Source: an optimization exercise on an open RTL-to-GDS flow (aim: small area, a short achievable clock period and few clock cycles). Production flows keep margins and buffers that such runs may drop.
Function was checked by simulation only, so behaviour that the tests miss may differ from the original.

<file path="flow/config.mk">
export PLATFORM = sky130hd
export DESIGN_NAME = postfix_eval_top
export DESIGN_NICKNAME = postfix_eval_top
export VERILOG_FILES = /design/flow/design.v
export SDC_FILE = /design/flow/constraint.sdc
export NUM_CORES = 4
export LEC_CHECK = 0
export CAP_MARGIN = 20
export CORE_MARGIN = 2
export CORE_UTILIZATION = 40
export SLEW_MARGIN = 20
</file>
<file path="flow/constraint.sdc">
create_clock -name core_clock -period 10.0 [get_ports {clk}]
set_input_delay 2.0000 -clock core_clock [delete_from_list [all_inputs] [get_ports {clk}]]
set_output_delay 2.0000 -clock core_clock [all_outputs]
set_load 0.01 [all_outputs]
</file>
<file path="flow/design.v">
package pxe_pkg;
  localparam int WORD_W = 32;
  typedef logic [WORD_W-1:0] word_t;
  localparam logic [1:0] KIND_NUMBER   = 2'd0;
  localparam logic [1:0] KIND_OPERATOR = 2'd1;
  localparam logic [1:0] OP_ADD = 2'd0;
  localparam logic [1:0] OP_SUB = 2'd1;
  localparam logic [1:0] OP_MUL = 2'd2;
  localparam logic [1:0] OP_DIV = 2'd3;
  localparam logic [2:0] ST_OK            = 3'd0;
  localparam logic [2:0] ST_FEW_OPERANDS  = 3'd1;
  localparam logic [2:0] ST_DIV_ZERO      = 3'd2;
  localparam logic [2:0] ST_UNEXPECTED    = 3'd3;
  localparam logic [2:0] ST_FEW_OPERATORS = 3'd4;
  localparam logic [2:0] ST_OVERFLOW      = 3'd5;
  typedef struct packed {
    logic [1:0]         token_kind;
    logic signed [31:0] number_value;
    logic [1:0]         op_code;
    logic               last_token;
  } tok_req_t;
  typedef struct packed {
    logic signed [31:0] result_value;
    logic [2:0]         status;
  } res_req_t;
  typedef struct packed {
    logic push;
    logic pop;
  } cell_ctl_t;
endpackage
module pxe_cell (
  input  logic              clk,
  input  pxe_pkg::cell_ctl_t ctl,
  input  pxe_pkg::word_t    prev,
  input  pxe_pkg::word_t    next,
  output pxe_pkg::word_t    q
);
  always_ff @(posedge clk) begin
    if (ctl.push) begin
      q <= prev;
    end else if (ctl.pop) begin
      q <= next;
    end
  end
endmodule
module pxe_div (
  input  logic           clk,
  input  logic           rst,
  input  logic           start,
  input  pxe_pkg::word_t dividend,
  input  pxe_pkg::word_t divisor,
  output logic           done,
  output pxe_pkg::word_t quotient
);
  localparam int STEPS = pxe_pkg::WORD_W;
  localparam int CNT_W = $clog2(STEPS);
  logic                      busy;
  logic [CNT_W-1:0]          cnt;
  pxe_pkg::word_t            rem;
  pxe_pkg::word_t            quo;
  pxe_pkg::word_t            dvs;
  logic                      neg;
  logic [pxe_pkg::WORD_W:0]  rem_sh;
  logic [pxe_pkg::WORD_W:0]  diff;
  pxe_pkg::word_t            mag_a;
  pxe_pkg::word_t            mag_b;
  assign mag_a  = dividend[pxe_pkg::WORD_W-1] ? -dividend : dividend;
  assign mag_b  = divisor[pxe_pkg::WORD_W-1] ? -divisor : divisor;
  assign rem_sh = {rem, quo[pxe_pkg::WORD_W-1]};
  assign diff   = rem_sh - {1'b0, dvs};
  assign quotient = neg ? -quo : quo;
  always_ff @(posedge clk) begin
    if (rst) begin
      busy <= 1'b0;
      done <= 1'b0;
    end else begin
      done <= 1'b0;
      if (start) begin
        busy <= 1'b1;
        cnt  <= '0;
        rem  <= '0;
        quo  <= mag_a;
        dvs  <= mag_b;
        neg  <= dividend[pxe_pkg::WORD_W-1] ^ divisor[pxe_pkg::WORD_W-1];
      end else if (busy) begin
        if (!diff[pxe_pkg::WORD_W]) begin
          rem <= diff[pxe_pkg::WORD_W-1:0];
          quo <= {quo[pxe_pkg::WORD_W-2:0], 1'b1};
        end else begin
          rem <= rem_sh[pxe_pkg::WORD_W-1:0];
          quo <= {quo[pxe_pkg::WORD_W-2:0], 1'b0};
        end
        cnt <= cnt + 1'b1;
        if (cnt == STEPS - 1) begin
          busy <= 1'b0;
          done <= 1'b1;
        end
      end
    end
  end
endmodule
module postfix_expression_evaluator_unit #(
  parameter int STACK_DEPTH = 64
) (
  input  logic              clk,
  input  logic              rst,
  input  logic              tok_valid,
  output logic              tok_stall,
  input  pxe_pkg::tok_req_t tok,
  output logic              res_valid,
  input  logic              res_stall,
  output pxe_pkg::res_req_t res,
  input  logic              cfg_valid,
  output logic              cfg_ready,
  input  logic              cfg_data
);
  localparam int CNT_W = $clog2(STACK_DEPTH + 1);
  typedef enum logic [1:0] {S_IDLE, S_DIV, S_WB, S_FIN} state_t;
  state_t                state;
  logic [CNT_W-1:0]      count;
  logic [2:0]            err;
  logic                  skip;
  logic                  last_q;
  pxe_pkg::word_t        alu_res;
  pxe_pkg::word_t        cell_q [STACK_DEPTH];
  pxe_pkg::word_t        top_in;
  logic                  accept;
  logic                  is_num;
  logic                  is_op;
  logic                  full;
  logic                  few;
  logic                  do_push;
  logic                  do_wb;
  logic                  do_alu;
  logic                  div_zero;
  logic                  div_start;
  logic                  div_done;
  pxe_pkg::word_t        div_quo;
  logic                  fin_fire;
  state_t                tok_next;
  pxe_pkg::res_req_t     res_next;
  assign cfg_ready = 1'b1;
  assign tok_stall = (state != S_IDLE);
  assign accept    = tok_valid && !tok_stall;
  assign is_num    = (tok.token_kind == pxe_pkg::KIND_NUMBER);
  assign is_op     = (tok.token_kind == pxe_pkg::KIND_OPERATOR);
  assign full      = (count >= STACK_DEPTH);
  assign few       = (count < 2);
  assign do_push   = accept && (err == pxe_pkg::ST_OK) && is_num && !full;
  assign do_wb     = (state == S_WB);
  assign div_zero  = (cell_q[0] == '0);
  assign do_alu    = accept && (err == pxe_pkg::ST_OK) && is_op && !few &&
                     (tok.op_code != pxe_pkg::OP_DIV);
  assign div_start = accept && (err == pxe_pkg::ST_OK) && is_op && !few &&
                     (tok.op_code == pxe_pkg::OP_DIV) && !div_zero;
  assign fin_fire  = (state == S_FIN) && (!res_valid || !res_stall);
  assign tok_next  = tok.last_token ? S_FIN : S_IDLE;
  assign top_in    = do_wb ? alu_res : pxe_pkg::word_t'(tok.number_value);
  always_comb begin
    res_next.result_value = '0;
    res_next.status       = err;
    if (err == pxe_pkg::ST_OK) begin
      if (count == '0) begin
        res_next.status = pxe_pkg::ST_FEW_OPERANDS;
      end else if (count > 1) begin
        res_next.status = pxe_pkg::ST_FEW_OPERATORS;
      end else begin
        res_next.result_value = signed'(cell_q[0]);
      end
    end
  end
  genvar i;
  generate
    for (i = 0; i < STACK_DEPTH; i++) begin : g_cell
      pxe_pkg::word_t prev_d;
      pxe_pkg::word_t next_d;
      pxe_pkg::cell_ctl_t ctl_d;
      if (i == 0) begin : g_top
        assign prev_d    = top_in;
        assign ctl_d     = {do_push || do_wb, 1'b0};
      end else begin : g_body
        assign prev_d    = cell_q[i-1];
        assign ctl_d     = {do_push, do_wb};
      end
      if (i == STACK_DEPTH - 1) begin : g_end
        assign next_d = '0;
      end else begin : g_mid
        assign next_d = cell_q[i+1];
      end
      pxe_cell u_cell (
        .clk  (clk),
        .ctl  (ctl_d),
        .prev (prev_d),
        .next (next_d),
        .q    (cell_q[i])
      );
    end
  endgenerate
  pxe_div u_div (
    .clk      (clk),
    .rst      (rst),
    .start    (div_start),
    .dividend (cell_q[1]),
    .divisor  (cell_q[0]),
    .done     (div_done),
    .quotient (div_quo)
  );
  always_ff @(posedge clk) begin
    if (rst) begin
      state     <= S_IDLE;
      count     <= '0;
      err       <= pxe_pkg::ST_OK;
      skip      <= 1'b0;
      res_valid <= 1'b0;
    end else begin
      if (cfg_valid && cfg_ready) begin
        skip <= cfg_data;
      end
      if (fin_fire) begin
        res_valid <= 1'b1;
      end else if (res_valid && !res_stall) begin
        res_valid <= 1'b0;
      end
      unique case (state)
        S_IDLE: begin
          if (accept) begin
            last_q <= tok.last_token;
            if (div_start) begin
              state <= S_DIV;
            end else if (do_alu) begin
              state <= S_WB;
            end else begin
              state <= tok_next;
            end
            if (err == pxe_pkg::ST_OK) begin
              priority if (is_num) begin
                if (full) begin
                  err <= pxe_pkg::ST_OVERFLOW;
                end else begin
                  count <= count + 1'b1;
                end
              end else if (is_op) begin
                if (few) begin
                  err <= pxe_pkg::ST_FEW_OPERANDS;
                end else begin
                  unique case (tok.op_code)
                    pxe_pkg::OP_ADD: begin
                      alu_res <= cell_q[1] + cell_q[0];
                    end
                    pxe_pkg::OP_SUB: begin
                      alu_res <= cell_q[1] - cell_q[0];
                    end
                    pxe_pkg::OP_MUL: begin
                      alu_res <= cell_q[1] * cell_q[0];
                    end
                    pxe_pkg::OP_DIV: begin
                      if (div_zero) begin
                        err <= pxe_pkg::ST_DIV_ZERO;
                      end
                    end
                  endcase
                end
              end else begin
                if (!skip) begin
                  err <= pxe_pkg::ST_UNEXPECTED;
                end
              end
            end
          end
        end
        S_DIV: begin
          if (div_done) begin
            alu_res <= div_quo;
            state   <= S_WB;
          end
        end
        S_WB: begin
          count <= count - 1'b1;
          state <= last_q ? S_FIN : S_IDLE;
        end
        S_FIN: begin
          if (fin_fire) begin
            res       <= res_next;
            count     <= '0;
            err       <= pxe_pkg::ST_OK;
            state     <= S_IDLE;
          end
        end
      endcase
    end
  end
endmodule
module postfix_eval_top (
  input  logic        clk,
  input  logic        rst,
  input  logic        tok_valid,
  output logic        tok_stall,
  input  logic [1:0]  tok_kind,
  input  logic [31:0] tok_value,
  input  logic [1:0]  tok_op,
  input  logic        tok_last,
  output logic        res_valid,
  input  logic        res_stall,
  output logic [31:0] res_value,
  output logic [2:0]  res_status,
  input  logic        cfg_valid,
  output logic        cfg_ready,
  input  logic        cfg_data
);
  pxe_pkg::tok_req_t tok;
  pxe_pkg::res_req_t res;
  assign tok.token_kind   = tok_kind;
  assign tok.number_value = tok_value;
  assign tok.op_code      = tok_op;
  assign tok.last_token   = tok_last;
  assign res_value        = res.result_value;
  assign res_status       = res.status;
  postfix_expression_evaluator_unit #(
    .STACK_DEPTH(64)
  ) u_pxe (
    .clk       (clk),
    .rst       (rst),
    .tok_valid (tok_valid),
    .tok_stall (tok_stall),
    .tok       (tok),
    .res_valid (res_valid),
    .res_stall (res_stall),
    .res       (res),
    .cfg_valid (cfg_valid),
    .cfg_ready (cfg_ready),
    .cfg_data  (cfg_data)
  );
endmodule
</file>
<file path="flow/run.sh">
#!/bin/bash
# synth_recipe.tcl (not shown) runs the flow's synth.tcl, then flattens the netlist and writes it again
# the make line also repeats each setting of config.mk as NAME=value (left out here)
make -C /OpenROAD-flow-scripts/flow DESIGN_CONFIG=/design/flow/config.mk WORK_HOME=/design/flow/orfs CLKGATE_MAP_FILE= SYNTH_SCRIPT=/design/flow/synth_recipe.tcl finish
</file>
==> impl_metrics.env <==
export IMPL_cts_tree="yes"
export IMPL_cp_start_kind="flop"
export IMPL_postLayoutCoreUtil=0.444
export IMPL_crit_fanout=14
export IMPL_clockBufferDepth=4
export IMPL_yosys_warnings=4
export IMPL_port_buffers=79
export IMPL_die_area_mm2=0.292
export IMPL_synthesis_area_mm2=0.115
export IMPL_highest_layer="met5"
export IMPL_clock_fmax_mhz=124
export IMPL_root_buffer="clkbuf_16"
export IMPL_grt_pass1_vias=76206
export IMPL_timing_final_crit_share=0.804
export IMPL_drive_gt1_frac=0.0459
export IMPL_outcome="timing/DRC/antenna clean"
export IMPL_critPathArrivalTime_ps=8630
export IMPL_antenna_found_initial=8
export IMPL_crit_type="reg2reg"
export IMPL_wl_met3_mm=13.5
export IMPL_cts_resized=0
export IMPL_grt_max_degree=264
export IMPL_grt_pass1_wl_mm=406
export IMPL_start_util=0.401
export IMPL_dp_cells=15068
export IMPL_period_needed_ps=8040
export IMPL_via_per_inst=5.01
export IMPL_drt_pass1_iterations=6
export IMPL_fillCellCount=27119
export IMPL_yosysSeqAreaShare=0.581
export IMPL_stdcell_count=15519
export IMPL_postCtsSetupBuffers=0
export IMPL_register_area_mm2=0.0669
export IMPL_grt_overflow=0
export IMPL_hold_path_class="reg2reg"
export IMPL_num_rows=197
export IMPL_finalSetupViolations=0
export IMPL_vias=77791
export IMPL_die_height_um=541
export IMPL_multi_input_area_mm2=0.0444
export IMPL_cp_required_ps=10600
export IMPL_slew_headroom=0.0885
export IMPL_chipWidth_um=541
export IMPL_grt_usage=0.168
export IMPL_area_growth_pct=10.6
export IMPL_drv_slew=0
export IMPL_htree_num_levels=4
export IMPL_postSynth_asyncResetShare=0
export IMPL_rsz0062_at_grt="no"
export IMPL_post_dp_hpwl_mm=155
export IMPL_syn_num_nets=12374
export IMPL_wl_met2_mm=112
export IMPL_core_mm2=0.287
export IMPL_synth_edf_count=2218
export IMPL_nNetsFinal=12189
export IMPL_synthCells=11718
export IMPL_hold_buffers=0
export IMPL_pin_count=81
export IMPL_hold_violations=0
export IMPL_cts_sinks=2234
export IMPL_insertion_delay_ps=920
export IMPL_endpoint_kind="flop"
export IMPL_ant_nets=0
export IMPL_wirelength_mm=249
export IMPL_ys_ff_latch=2234
export IMPL_clkTransAtPathRegs_ps=60
export IMPL_numCtsBuffers=241
export IMPL_place_gp_congestion=0.941
export IMPL_drc=0
export IMPL_dr_first_iter_drc_count=6772
export IMPL_yosys_most_used_dff="edfxtp_1"
export IMPL_fin_skew_ps=72.1
export IMPL_avgSynthCellArea_um2=9.83
export IMPL_tns_ps=0
export IMPL_drv_cap=0
export IMPL_wire_per_inst_um=16.0
export IMPL_ys_types=77
export IMPL_wl_met1_mm=114
export IMPL_worst_pin_slew_ps=1370
metrics by stage:
| stage | instance area, µm² | hold WS [ps] | worst slack (ps) |
|---|---|---|---|
| 2_1_floorplan | 115000 | 415 | -7420 |
| 3_3_place_gp | 120000 | 425 | 2100 |
| 3_5_place_dp | 120000 | 427 | 2030 |
| 4_1_cts | 127000 | 436 | 1980 |
| 5_1_grt | 127000 | 469 | 1640 |
| 6_report | 127000 | 441 | 1960 |
cells in the final DEF (no fill, tap or decap), types with 16 or more instances in the layout:
| cell type | n |
|---|---|
| clkinv_2 | 45 |
| nand2b_1 | 18 |
| fa_1 | 410 |
| xor2_1 | 90 |
| clkbuf_16 | 242 |
| and2_1 | 372 |
| dfxtp_1 | 16 |
| buf_12 | 27 |
| a21oi_1 | 128 |
| nor2_1 | 149 |
| a21o_1 | 51 |
| nand2_1 | 6337 |
| edfxtp_1 | 2218 |
| o21ai_0 | 120 |
| inv_1 | 434 |
| bufinv_16 | 18 |
| o31ai_1 | 24 |
| buf_4 | 101 |
| nand3_1 | 25 |
| nor3_1 | 19 |
| a211oi_1 | 37 |
| clkbuf_1 | 47 |
| or4_1 | 19 |
| clkdlybuf4s50_1 | 79 |
| ha_1 | 200 |
| clkinv_1 | 66 |
| xnor2_1 | 164 |
| mux2_2 | 33 |
logic make-up after synthesis:
family,Yosys count,share of synthesized area
fa+ha+maj,613,0.0933
xor+xnor,255,0.0194
buf+inv,1074,0.0351
mux,45,0.00427
compound gates,462,0.0254
simple gates,7034,0.242
flops,2234,0.581
other cells,1,0.0000325
state kept, by name, indices dropped and copies added, names as in the netlist, 5 cells and up:
name / cells
u_pxe.alu_res: 32
u_pxe.count: 7
u_pxe.g_cell.u_cell.q: 2048
u_pxe.res: 35
u_pxe.u_div.cnt: 5
u_pxe.u_div.dvs: 32
u_pxe.u_div.quo: 32
u_pxe.u_div.rem: 32
worst max-delay path, stage by stage, from the launching register on:
cell	delay (ps)
edfxtp_1	710
buf_4	330
and2_1	180
fa_1	410
inv_1	90
fa_1	430
fa_1	490
fa_1	580
inv_1	60
fa_1	460
ha_1	320
fa_1	520
fa_1	430
ha_1	350
a21oi_1	210
nand2_1	110
a2111o_1	370
a31o_2	290
a221o_1	420
a211oi_1	270
nor2_1	100
mux2i_1	120
a2111oi_0	390
a221oi_1	100
cell type report:
type,count,share of cell area
Multi-Input combinational cell,8410,0.348
Timing Repair Buffer,211,0.0172
Sequential cell,2234,0.525
Clock buffer,293,0.0493
Tap cell,3781,0.0371
Inverter,435,0.0128
Antenna cell,2,0.0000393
Clock inverter,153,0.0105
synthesized netlist by cell type (4+ instances only):
master | number | area share
a211o_1 | 8 | 0.00061
a211oi_1 | 38 | 0.0025
a21o_1 | 51 | 0.0033
a21oi_1 | 128 | 0.0056
a221o_1 | 5 | 0.00043
a221oi_1 | 5 | 0.00038
a31o_2 | 6 | 0.00046
a31oi_1 | 8 | 0.00043
and2_1 | 372 | 0.020
and3_1 | 11 | 0.00060
buf_1 | 14 | 0.00046
buf_2 | 5 | 0.00022
clkbuf_1 | 618 | 0.020
dfxtp_1 | 16 | 0.0028
edfxtp_1 | 2218 | 0.58
fa_1 | 410 | 0.071
ha_1 | 203 | 0.022
inv_1 | 434 | 0.014
mux2_2 | 33 | 0.0032
mux2i_1 | 12 | 0.0010
nand2_1 | 6337 | 0.21
nand2b_1 | 19 | 0.0010
nand3_1 | 25 | 0.0011
nand3b_1 | 6 | 0.00039
nand4_1 | 11 | 0.00060
nor2_1 | 152 | 0.0050
nor2b_1 | 11 | 0.00060
nor3_1 | 21 | 0.00091
nor4_1 | 15 | 0.00081
o211ai_1 | 10 | 0.00065
o21a_1 | 12 | 0.00078
o21ai_0 | 120 | 0.0052
o21bai_1 | 8 | 0.00052
o31ai_1 | 24 | 0.0016
o41ai_1 | 8 | 0.00061
or2_2 | 4 | 0.00022
or3_1 | 9 | 0.00049
or4_1 | 19 | 0.0012
xnor2_1 | 165 | 0.013
xor2_1 | 90 | 0.0068
path summary, 6_finish.rpt:
check,slack [ps],startpoint,depth (start not counted),to
worst max register to register,1960,u_pxe.g_cell[1].u_cell.q[13],23,u_pxe.alu_res[30]
worst max-delay path,1960,u_pxe.g_cell[1].u_cell.q[13],23,u_pxe.alu_res[30]
worst min register to register,440,u_pxe.u_div.busy,2,u_pxe.u_div.done
worst min-delay path,440,u_pxe.u_div.busy,2,u_pxe.u_div.done
metal layers:
layer / vias to the layer above / GRT usage
li1: 37400 / -
met1: 38063 / 0.236
met2: 1824 / 0.263
met3: 502 / 0.0267
met4: 2 / 0.0583
met5: - / 0
Testbench counts, summed over its fixed seeds: cycles 100,855.

[separate check: timing with driven ports]
The flow's constraints put no driver on any port. The routed layout listed below was extracted and timed again, unchanged, in two steps.
Step 1 assumes that a clkbuf_16 drives the clock port and a buf_2 every other input.
Step 2 times the ports against the registers' clock, not the clock port: input delays grow and output delays shrink by t, the midpoint of the rising clock arrivals with the driver on.
a / b / c = ideal / step 1 / step 2; a / b = the first two.
shift t [ns]: 0.982
setup WS [ns]: 1.963 / 1.963 / 1.963
clock arrival spread, ns: 0.077 / 0.077
After both steps this run still meets setup and hold. For this run, drivers alone change the setup slack by 0.000 ns; drivers and shift together by 0.000 ns.
